Context: an optimization exercise on an open-source flow, tuned for small area, a short achievable clock period and few clock cycles per item. The choices shown serve that exercise and are no tape-out recipe.
Only simulation tests tie the RTL to the original design; equivalence was not proved.
Power is estimated from default activity; no workload was simulated.

File: flow/design.v
`default_nettype none
package cpuPkg;
	typedef logic [32-1:0] wordT;  
	typedef logic [5-1:0] regAddrT;  
	typedef struct packed {
		logic [6-1:0] opcode;  
		regAddrT rs;  
		regAddrT rt;  
		regAddrT rd;  
		logic [5-1:0] shamt;  
		logic [6-1:0] funct;  
	} instrT;
	typedef enum logic [6-1:0] {
		RTYPE = 6'h00,  
		ADDI = 6'h08,
		ADDIU = 6'h09,
		SLTI = 6'h0a,
		SLTIU = 6'h0b,
		ANDI = 6'h0c,
		ORI = 6'h0d,
		XORI = 6'h0e,
		LUI = 6'h0f,
		HALT = 6'h3f  
	} opcodeT;
	typedef enum logic [6-1:0] {
		SLL = 6'h00,
		SRL = 6'h02,
		ADD = 6'h20,
		ADDU = 6'h21,
		SUB = 6'h22,
		SUBU = 6'h23,
		AND = 6'h24,
		OR = 6'h25,
		XOR = 6'h26,
		NOR = 6'h27,
		SLT = 6'h2a,
		SLTU = 6'h2b
	} functT;
	typedef enum logic [3:0] {
		ALU_ADD, ALU_SUB, ALU_AND, ALU_OR, ALU_XOR,
		ALU_NOR, ALU_SLT, ALU_SLTU, ALU_SLL, ALU_SRL
	} aluOpT;
	typedef enum logic [1:0] {
		SEL_REG,  
		SEL_SHAMT,  
		SEL_IMM  
	} operandSelT;
	typedef struct packed {
		aluOpT aluOp;
		operandSelT operandSel;  
		logic regWrite;
		logic isLui;  
		logic isHalt;
	} ctrlT;
	typedef struct packed {
		ctrlT ctrl;
		regAddrT rs;
		regAddrT rt;
		regAddrT destReg;  
		wordT immExt;  
	} decodedT;
	typedef struct packed {
		logic wen;  
		regAddrT destReg;
		wordT value;
	} resultT;
	typedef enum logic [1:0] {IDLE, EXEC, DONE} coreStateT;
endpackage
`default_nettype wire
`timescale 1ns/10ps
`default_nettype none
module instrDecoder
(
	input cpuPkg::instrT instr,  
	output cpuPkg::decodedT decoded
);
	cpuPkg::opcodeT opcode;
	cpuPkg::functT funct;
	logic [16-1:0] imm;
	logic signExt;  
	cpuPkg::wordT immExt;
	cpuPkg::regAddrT destReg;
	cpuPkg::ctrlT ctrl;
	function automatic cpuPkg::ctrlT mkCtrl(
		input cpuPkg::aluOpT op,
		input cpuPkg::operandSelT sel,
		input logic wr,
		input logic lui,
		input logic halt
	);
		mkCtrl = {op, sel, wr, lui, halt};  
	endfunction
	assign opcode = cpuPkg::opcodeT'(instr.opcode);  
	assign funct = cpuPkg::functT'(instr.funct);  
	assign imm = {instr.rd, instr.shamt, instr.funct};
	assign signExt = (opcode == cpuPkg::ADDI) || (opcode == cpuPkg::ADDIU) || (opcode == cpuPkg::SLTI) ||
		(opcode == cpuPkg::SLTIU);
	assign immExt = signExt ?
		{{(32-16){imm[16-1]}}, imm} :  
		{{(32-16){1'b0}}, imm};  
	assign destReg = (opcode == cpuPkg::RTYPE) ? instr.rd : instr.rt;  
	always_comb
	begin
		ctrl = mkCtrl(cpuPkg::ALU_ADD, cpuPkg::SEL_REG, 1'b0, 1'b0, 1'b0);
		casez ({opcode, funct})
			{cpuPkg::RTYPE, cpuPkg::SLL}:
				ctrl = mkCtrl(cpuPkg::ALU_SLL, cpuPkg::SEL_SHAMT, 1'b1, 1'b0, 1'b0);  
			{cpuPkg::RTYPE, cpuPkg::SRL}:
				ctrl = mkCtrl(cpuPkg::ALU_SRL, cpuPkg::SEL_SHAMT, 1'b1, 1'b0, 1'b0);  
			{cpuPkg::RTYPE, cpuPkg::ADD}:
				ctrl = mkCtrl(cpuPkg::ALU_ADD, cpuPkg::SEL_REG, 1'b1, 1'b0, 1'b0);  
			{cpuPkg::RTYPE, cpuPkg::ADDU}:
				ctrl = mkCtrl(cpuPkg::ALU_ADD, cpuPkg::SEL_REG, 1'b1, 1'b0, 1'b0);
			{cpuPkg::RTYPE, cpuPkg::SUB}:
				ctrl = mkCtrl(cpuPkg::ALU_SUB, cpuPkg::SEL_REG, 1'b1, 1'b0, 1'b0);  
			{cpuPkg::RTYPE, cpuPkg::SUBU}:
				ctrl = mkCtrl(cpuPkg::ALU_SUB, cpuPkg::SEL_REG, 1'b1, 1'b0, 1'b0);
			{cpuPkg::RTYPE, cpuPkg::AND}:
				ctrl = mkCtrl(cpuPkg::ALU_AND, cpuPkg::SEL_REG, 1'b1, 1'b0, 1'b0);
			{cpuPkg::RTYPE, cpuPkg::OR}:
				ctrl = mkCtrl(cpuPkg::ALU_OR, cpuPkg::SEL_REG, 1'b1, 1'b0, 1'b0);
			{cpuPkg::RTYPE, cpuPkg::XOR}:
				ctrl = mkCtrl(cpuPkg::ALU_XOR, cpuPkg::SEL_REG, 1'b1, 1'b0, 1'b0);
			{cpuPkg::RTYPE, cpuPkg::NOR}:
				ctrl = mkCtrl(cpuPkg::ALU_NOR, cpuPkg::SEL_REG, 1'b1, 1'b0, 1'b0);
			{cpuPkg::RTYPE, cpuPkg::SLT}:
				ctrl = mkCtrl(cpuPkg::ALU_SLT, cpuPkg::SEL_REG, 1'b1, 1'b0, 1'b0);  
			{cpuPkg::RTYPE, cpuPkg::SLTU}:
				ctrl = mkCtrl(cpuPkg::ALU_SLTU, cpuPkg::SEL_REG, 1'b1, 1'b0, 1'b0);
			{cpuPkg::ADDI, 6'b??????}:
				ctrl = mkCtrl(cpuPkg::ALU_ADD, cpuPkg::SEL_IMM, 1'b1, 1'b0, 1'b0);
			{cpuPkg::ADDIU, 6'b??????}:
				ctrl = mkCtrl(cpuPkg::ALU_ADD, cpuPkg::SEL_IMM, 1'b1, 1'b0, 1'b0);
			{cpuPkg::SLTI, 6'b??????}:
				ctrl = mkCtrl(cpuPkg::ALU_SLT, cpuPkg::SEL_IMM, 1'b1, 1'b0, 1'b0);
			{cpuPkg::SLTIU, 6'b??????}:
				ctrl = mkCtrl(cpuPkg::ALU_SLTU, cpuPkg::SEL_IMM, 1'b1, 1'b0, 1'b0);  
			{cpuPkg::ANDI, 6'b??????}:
				ctrl = mkCtrl(cpuPkg::ALU_AND, cpuPkg::SEL_IMM, 1'b1, 1'b0, 1'b0);
			{cpuPkg::ORI, 6'b??????}:
				ctrl = mkCtrl(cpuPkg::ALU_OR, cpuPkg::SEL_IMM, 1'b1, 1'b0, 1'b0);
			{cpuPkg::XORI, 6'b??????}:
				ctrl = mkCtrl(cpuPkg::ALU_XOR, cpuPkg::SEL_IMM, 1'b1, 1'b0, 1'b0);
			{cpuPkg::LUI, 6'b??????}:
				ctrl = mkCtrl(cpuPkg::ALU_OR, cpuPkg::SEL_IMM, 1'b1, 1'b1, 1'b0);  
			{cpuPkg::HALT, 6'b??????}:
				ctrl = mkCtrl(cpuPkg::ALU_ADD, cpuPkg::SEL_REG, 1'b0, 1'b0, 1'b1);  
			default:
				ctrl = mkCtrl(cpuPkg::ALU_ADD, cpuPkg::SEL_REG, 1'b0, 1'b0, 1'b0);
		endcase
	end
	assign decoded = {ctrl, instr.rs, instr.rt, destReg, immExt};  
endmodule
`default_nettype wire
`timescale 1ns/10ps
`default_nettype none
module aluUnit
(
	input cpuPkg::aluOpT aluOp,
	input cpuPkg::wordT a,  
	input cpuPkg::wordT b,  
	output cpuPkg::wordT y
);
	logic [5-1:0] shiftAmt;
	logic lessSigned;
	logic lessUnsigned;
	assign shiftAmt = b[5-1:0];  
	assign lessSigned = $signed(a) < $signed(b);
	assign lessUnsigned = a < b;
	always_comb
	begin
		case (aluOp)
			cpuPkg::ALU_ADD:
				y = a + b;  
			cpuPkg::ALU_SUB:
				y = a - b;
			cpuPkg::ALU_AND:
				y = a & b;
			cpuPkg::ALU_OR:
				y = a | b;
			cpuPkg::ALU_XOR:
				y = a ^ b;
			cpuPkg::ALU_NOR:
				y = ~(a | b);
			cpuPkg::ALU_SLT:
				y = {{(32-1){1'b0}}, lessSigned};  
			cpuPkg::ALU_SLTU:
				y = {{(32-1){1'b0}}, lessUnsigned};
			cpuPkg::ALU_SLL:
				y = a << shiftAmt;
			cpuPkg::ALU_SRL:
				y = a >> shiftAmt;  
			default:
				y = '0;  
		endcase
	end
endmodule
`default_nettype wire
`timescale 1ns/10ps
`default_nettype none
module registerFile
(
	input logic CLK,
	input logic rstN,
	input cpuPkg::regAddrT rdAddrA,
	input cpuPkg::regAddrT rdAddrB,
	output cpuPkg::wordT rdDataA,
	output cpuPkg::wordT rdDataB,
	input logic wrEn,
	input cpuPkg::regAddrT wrAddr,
	input cpuPkg::wordT wrData
);
	cpuPkg::wordT regs [0:(1 << 5)-1];
	always_ff @(posedge CLK)
	begin
		if (!rstN)
		begin
			for (int i = 0; i < (1 << 5); i++)
				regs[i] <= '0;  
		end
		else if (wrEn && (wrAddr != '0))
			regs[wrAddr] <= wrData;  
	end
	assign rdDataA = (rdAddrA == '0) ? '0 : regs[rdAddrA];
	assign rdDataB = (rdAddrB == '0) ? '0 : regs[rdAddrB];
endmodule
`default_nettype wire
`timescale 1ns/10ps
`default_nettype none
module execCore
(
	input logic CLK,
	input logic rstN,
	input logic req,  
	input cpuPkg::instrT instr,  
	output logic ack,
	output cpuPkg::resultT result,  
	output logic halted  
);
	cpuPkg::coreStateT state;
	cpuPkg::instrT instrReg;  
	cpuPkg::decodedT decoded;
	cpuPkg::wordT rsValue;
	cpuPkg::wordT rtValue;
	cpuPkg::wordT aluA;
	cpuPkg::wordT aluB;
	cpuPkg::wordT aluY;
	cpuPkg::wordT wbValue;
	logic wbEn;
	logic wbFire;  
	cpuPkg::resultT resultNext;
	instrDecoder decoder0 (
		.instr(instrReg),
		.decoded(decoded)
	);
	registerFile regs0 (
		.CLK(CLK),
		.rstN(rstN),
		.rdAddrA(decoded.rs),
		.rdAddrB(decoded.rt),
		.rdDataA(rsValue),
		.rdDataB(rtValue),
		.wrEn(wbFire && wbEn),
		.wrAddr(decoded.destReg),
		.wrData(wbValue)
	);
	aluUnit alu0 (
		.aluOp(decoded.ctrl.aluOp),
		.a(aluA),
		.b(aluB),
		.y(aluY)
	);
	assign aluA = (decoded.ctrl.operandSel == cpuPkg::SEL_SHAMT) ? rtValue : rsValue;
	always_comb
	begin
		case (decoded.ctrl.operandSel)
			cpuPkg::SEL_SHAMT:
				aluB = {{(32-5){1'b0}}, instrReg.shamt};
			cpuPkg::SEL_IMM:
				aluB = decoded.immExt;
			default:
				aluB = rtValue;  
		endcase
	end
	assign wbValue = decoded.ctrl.isLui ?
		{decoded.immExt[16-1:0], {(32-16){1'b0}}} : aluY;
	assign wbEn = decoded.ctrl.regWrite && (decoded.destReg != '0) && !halted;
	assign wbFire = (state == cpuPkg::DONE) && !ack;
	assign resultNext = {wbEn, decoded.destReg, wbValue};  
	always_ff @(posedge CLK)
	begin
		if (!rstN)
		begin
			state <= cpuPkg::IDLE;
			ack <= 1'b0;
			halted <= 1'b0;
			result <= '0;
		end
		else
		begin
			case (state)
				cpuPkg::IDLE:
				begin
					if (req)
						state <= cpuPkg::EXEC;  
				end
				cpuPkg::EXEC:
					state <= cpuPkg::DONE;  
				cpuPkg::DONE:
				begin
					if (!ack)
					begin
						ack <= 1'b1;  
						result <= resultNext;
						if (decoded.ctrl.isHalt)
							halted <= 1'b1;
					end
					else if (!req)
					begin
						ack <= 1'b0;  
						state <= cpuPkg::IDLE;
					end
				end
				default:
					state <= cpuPkg::IDLE;
			endcase
		end
	end
	always_ff @(posedge CLK)
	begin
		if ((state == cpuPkg::IDLE) && req)
			instrReg <= instr;  
	end
endmodule
`default_nettype wire
File: flow/run.sh
#!/bin/bash
# synth_recipe.tcl (not shown) runs the flow's synth.tcl, then flattens the netlist and writes it again
# the make line also repeats each setting of config.mk as NAME=value (left out here)
make -C /OpenROAD-flow-scripts/flow DESIGN_CONFIG=/design/flow/config.mk WORK_HOME=/design/flow/orfs CLKGATE_MAP_FILE= SYNTH_SCRIPT=/design/flow/synth_recipe.tcl finish
File: flow/config.mk
export PLATFORM = sky130hd
export DESIGN_NAME = execCore
export DESIGN_NICKNAME = execCore
export VERILOG_FILES = /design/flow/design.v
export SDC_FILE = /design/flow/constraint.sdc
export NUM_CORES = 4
export LEC_CHECK = 0
export CAP_MARGIN = 20
export CORE_MARGIN = 2
export CORE_UTILIZATION = 40
export SLEW_MARGIN = 20
File: flow/constraint.sdc
create_clock -name core_clock -period 8.0 [get_ports {CLK}]
set_input_delay 1.6000 -clock core_clock [delete_from_list [all_inputs] [get_ports {CLK}]]
set_output_delay 1.6000 -clock core_clock [all_outputs]
set_load 0.01 [all_outputs]
==> summary.txt <==
## kinds of logic (layout without fill, tap and decap cells)
| family | after synthesis | in the layout | synth area share [%] |
|---|---|---|---|
| adder cells (fa/ha/maj) | 102 | 102 | 1.97 |
| AO/OA/AOI/OAI | 978 | 978 | 10.8 |
| flip-flops | 1108 | 1108 | 49.9 |
| multiplexers | 847 | 847 | 20.6 |
| other | 1 | 34 | 0.00571 |
| buffers and inverters | 593 | 705 | 4.98 |
| AND/OR/NAND/NOR | 1800 | 1800 | 11.6 |
| XOR/XNOR | 14 | 14 | 0.187 |
## layout by cell type (no fill, tap or decap), types with 26 or more instances in the layout
cell type and count:
edfxtp_1 1056, mux2_2 27, buf_12 41, a221oi_1 43, nor3_1 43, nor2_1 1160
a211oi_1 61, o21ai_0 97, o221ai_1 29, mux2i_1 416, a21oi_1 207, inv_1 89
o22ai_1 69, nor2_2 42, conb_1 32, clkdlybuf4s50_1 73, a22o_1 32, nand2_1 224
dfxtp_1 45, clkbuf_16 117, nand2_2 31, a22oi_1 126, mux4_2 394, nand3_1 110
o21ai_1 28, ha_1 100, buf_4 268, clkinv_2 26
## worst max-delay path, delay by kind of cell (launching register included)
kind	cells	cell delay (ns)
AO/OA/AOI/OAI	7	2.07
XOR/XNOR	1	0.17
AND/OR/NAND/NOR	11	3.11
flip-flops	1	0.46
buffers and inverters	3	0.61
adder cells (fa/ha/maj)	2	0.84
## synth_stat cells, types with 65 or more instances
| master | instances | share of area, % |
|---|---|---|
| buf_2 | 139 | 1.1 |
| a22oi_1 | 126 | 1.4 |
| a21oi_1 | 212 | 1.6 |
| ha_1 | 100 | 1.9 |
| mux2i_1 | 416 | 6.3 |
| clkbuf_1 | 190 | 1.1 |
| nand2_1 | 255 | 1.5 |
| inv_1 | 89 | 0.51 |
| edfxtp_1 | 1056 | 48 |
| mux4_2 | 394 | 14 |
| o21ai_0 | 97 | 0.74 |
| nor2_1 | 1164 | 6.7 |
| o22ai_1 | 72 | 0.69 |
| buf_4 | 65 | 0.74 |
| nand3_1 | 114 | 0.87 |
## path summary, 6_finish.rpt
check                    start                  to  cells after the start
hold / removal      result[18]          result[18]                      2
setup reg to reg  instrReg[26]  regs0.regs[14][31]                     24
hold reg to reg     result[18]          result[18]                      2
setup / recovery  instrReg[26]  regs0.regs[14][31]                     24
## per-layer routing
| metal | up-vias | track usage [%] |
|---|---|---|
| met5 | - | 0 |
| met4 | 10 | 15.2 |
| met3 | 743 | 7.62 |
| met2 | 3910 | 49.3 |
| met1 | 26000 | 41.5 |
| li1 | 20800 | - |
## power by group
part           internal, uW  switching [uW]
Sequential             6570             216
Combinational          2790            5970
Clock                  2940            2440
## cell type report
| type | count | area, um^2 |
|---|---|---|
| Clock inverter | 69 | 637 |
| Multi-Input combinational cell | 3773 | 30200 |
| Fill cell | 14800 | 89600 |
| Tap cell | 2175 | 2720 |
| Antenna cell | 2 | 5.00 |
| Inverter | 107 | 405 |
| Timing Repair Buffer | 384 | 3580 |
| Clock buffer | 145 | 3060 |
| Sequential cell | 1108 | 32800 |
## through the flow
| stage | setup slack [ns] | hold slack, ns | util [%] | cell area (um^2) |
|---|---|---|---|---|
| floorplan | 1.57 | 0.467 | - | 65800 |
| global placement | 0.804 | 0.436 | 42.7 | 69700 |
| detailed placement | 0.661 | 0.447 | 42.8 | 69700 |
| CTS | 0.606 | 0.457 | 45.0 | 73400 |
| global route | 0.109 | 0.472 | 45.0 | 73400 |
| finish | 0.394 | 0.459 | 45.0 | 73400 |
## sequential cells by signal, indices dropped and copies added (netlist names), named ones only
register / cells
ack: 1
state: 2
instrReg: 32
halted: 1
result: 38
regs0.regs: 1024
==> key figures <==
Run status
  • Status: finished clean

Timing
  • RSZ-0062 raised after global routing: false
  • Worst-margin pin slew: 1.29 ns
  • Fin. max-slew vios: 0
  • Endpoints failing setup: 0
  • Max-slew headroom: 12.9%
  • Endpoints failing hold: 0
  • Fin crit share: 95.1%
  • Max Freq: 131 MHz
  • Setup TNS: 0 ns
  • Clock Skew: 0.0531 ns
  • Post-layout min period: 7.61 ns

Die
  • Die H: 409 um
  • Initial core utilization: 40.3%
  • Core area: 163000 um^2
  • Die X: 409 um
  • Total die area: 167000 um^2
  • IO Count: 75
  • Num rows: 148

Critical path
  • Worst EP arrival: 8.05 ns
  • CP Launch Type: flip-flop
  • CP max-delay cell: nor4_2
  • Crit-path max FO: 32
  • Crit path kind: flip-flop to flip-flop
  • Critical path capture point type: flip-flop
  • Flop2flop setup slack: 0.39 ns
  • CP Data Required Time: 8.45 ns
  • CP max stage delay: 0.57 ns
  • Most used cell, CP: nor2_1
  • Worst path cell trace: nor4_2 -> nand3b_1 -> or2_1 -> nor2_1 -> ha_1 -> inv_1 -> o21ai_4 -> a211o_1 -> a31oi_1 -> a31oi_2 -> inv_1 -> ha_1 -> nor4_1 -> buf_4 -> nand3_1 -> or4_1 -> o2111a_1 -> nor2_1 -> o221ai_1 -> xor2_1 -> nand2_1 -> nand4b_1 -> o21ai_4 -> nor2_1

Synth
  • Mapped Cells: 5443
  • Post-synth top flop: edfxtp_1
  • Ys Warns: 4
  • Asr flop ratio synth: 0%
  • Seq/Total Area, Yosys: 49.9%
  • Synth unique cells: 121
  • Post-synth EDFFs: 1056
  • Register bit total from synthesis: 1108
  • Post-Syn Area: 65700 um^2
  • Mean Syn Cell Area: 12.1 um^2

Layout
  • Post-Layout Cell Count: 7763
  • Area grow syn2layout: 11.8%
  • Nets@finish: 5625
  • Fraction of layout cells with a size suffix above 1: 20.2%

GRT
  • Tot GR Track Use: 31.6%
  • GR Overflow Total: 0
  • Largest net degree at the start of global routing: 91
  • Global-route wire length before repair: 379000 um
  • Vias in the first global route: 49400
  • Initial antenna violation count: 11

Drt
  • DR WL met2: 123000 um
  • # DRC: 0
  • Vias: 51500
  • Wl on met1: 100000 um
  • Initial DRT Pass Iterations: 6
  • Vias per inst: 6.63
  • Post-Route WL: 271000 um
  • Max Used Layer: met5
  • WL per Instance: 34.9 um
  • Starting DRT DRC Count: 7764
  • ANT nets after route: 0
  • WL met3: 32700 um

Clock tree
  • Clock Latency Late Sink: 0.78 ns
  • Root Buffer: clkbuf_16
  • Total clock sinks: 1108
  • # resized after CTS: 0
  • Longest Clk Path Bufs: 3
  • CTS tree: done
  • H-Tree Depth: 3
  • Postcts setup bufs: 0
  • Number of buffers created by CTS: 114
  • Hold-fix buffers at CTS: 0
  • CTS clk-pin slew, worst paths: 0.07 ns

Flow run
  • Max cap viols: 0

Place
  • Post-Place Cells: 7547
  • DP Wirelength: 189000 um
  • Final Wtd Congestion: 1.06
  • Count of input and output buffers: 74

Power and ir drop
  • Peak supply drop: 234 uV
  • P per Cell Area: 285 nW/um^2
  • Total Power: 20900 uW
  • Leak: 0.0269 uW

Worst hold path
  • Hold Crit Class: flip-flop to flip-flop
Testbench counts, summed over its fixed seeds: cycles 18,968, items 4,744.

[static timing again, ports no longer ideal]
The results above use ideal ports. As a check the final layout listed here was re-extracted and re-timed, cells and wires unchanged.
Step 1 (the two cells are an assumption about what drives the block):
set clk [get_ports {CLK}]
set_driving_cell -lib_cell sky130_fd_sc_hd__clkbuf_16 $clk
set_driving_cell -lib_cell sky130_fd_sc_hd__buf_2 [delete_from_list [all_inputs] $clk]
Step 2 moves the port delays by t, midway between the first and last clock arrival at a register: inputs arrive t later, outputs are due t later. That takes back most of the time a late clock gives input paths.
a / b / c = ideal ports / drivers / drivers and shift; a / b = the first two.
t (ns): 0.837
setup WS [ns]: 0.394 / 0.394 / 0.394
worst hold slack (ns): 0.459 / 0.459 / 0.459
worst data-port slew with drivers (ns): 0.08
pins driven straight from the clock port: 1
After both steps this run still meets setup and hold. The setup slack of this run moves by 0.000 ns with the drivers and by 0.000 ns with both steps.
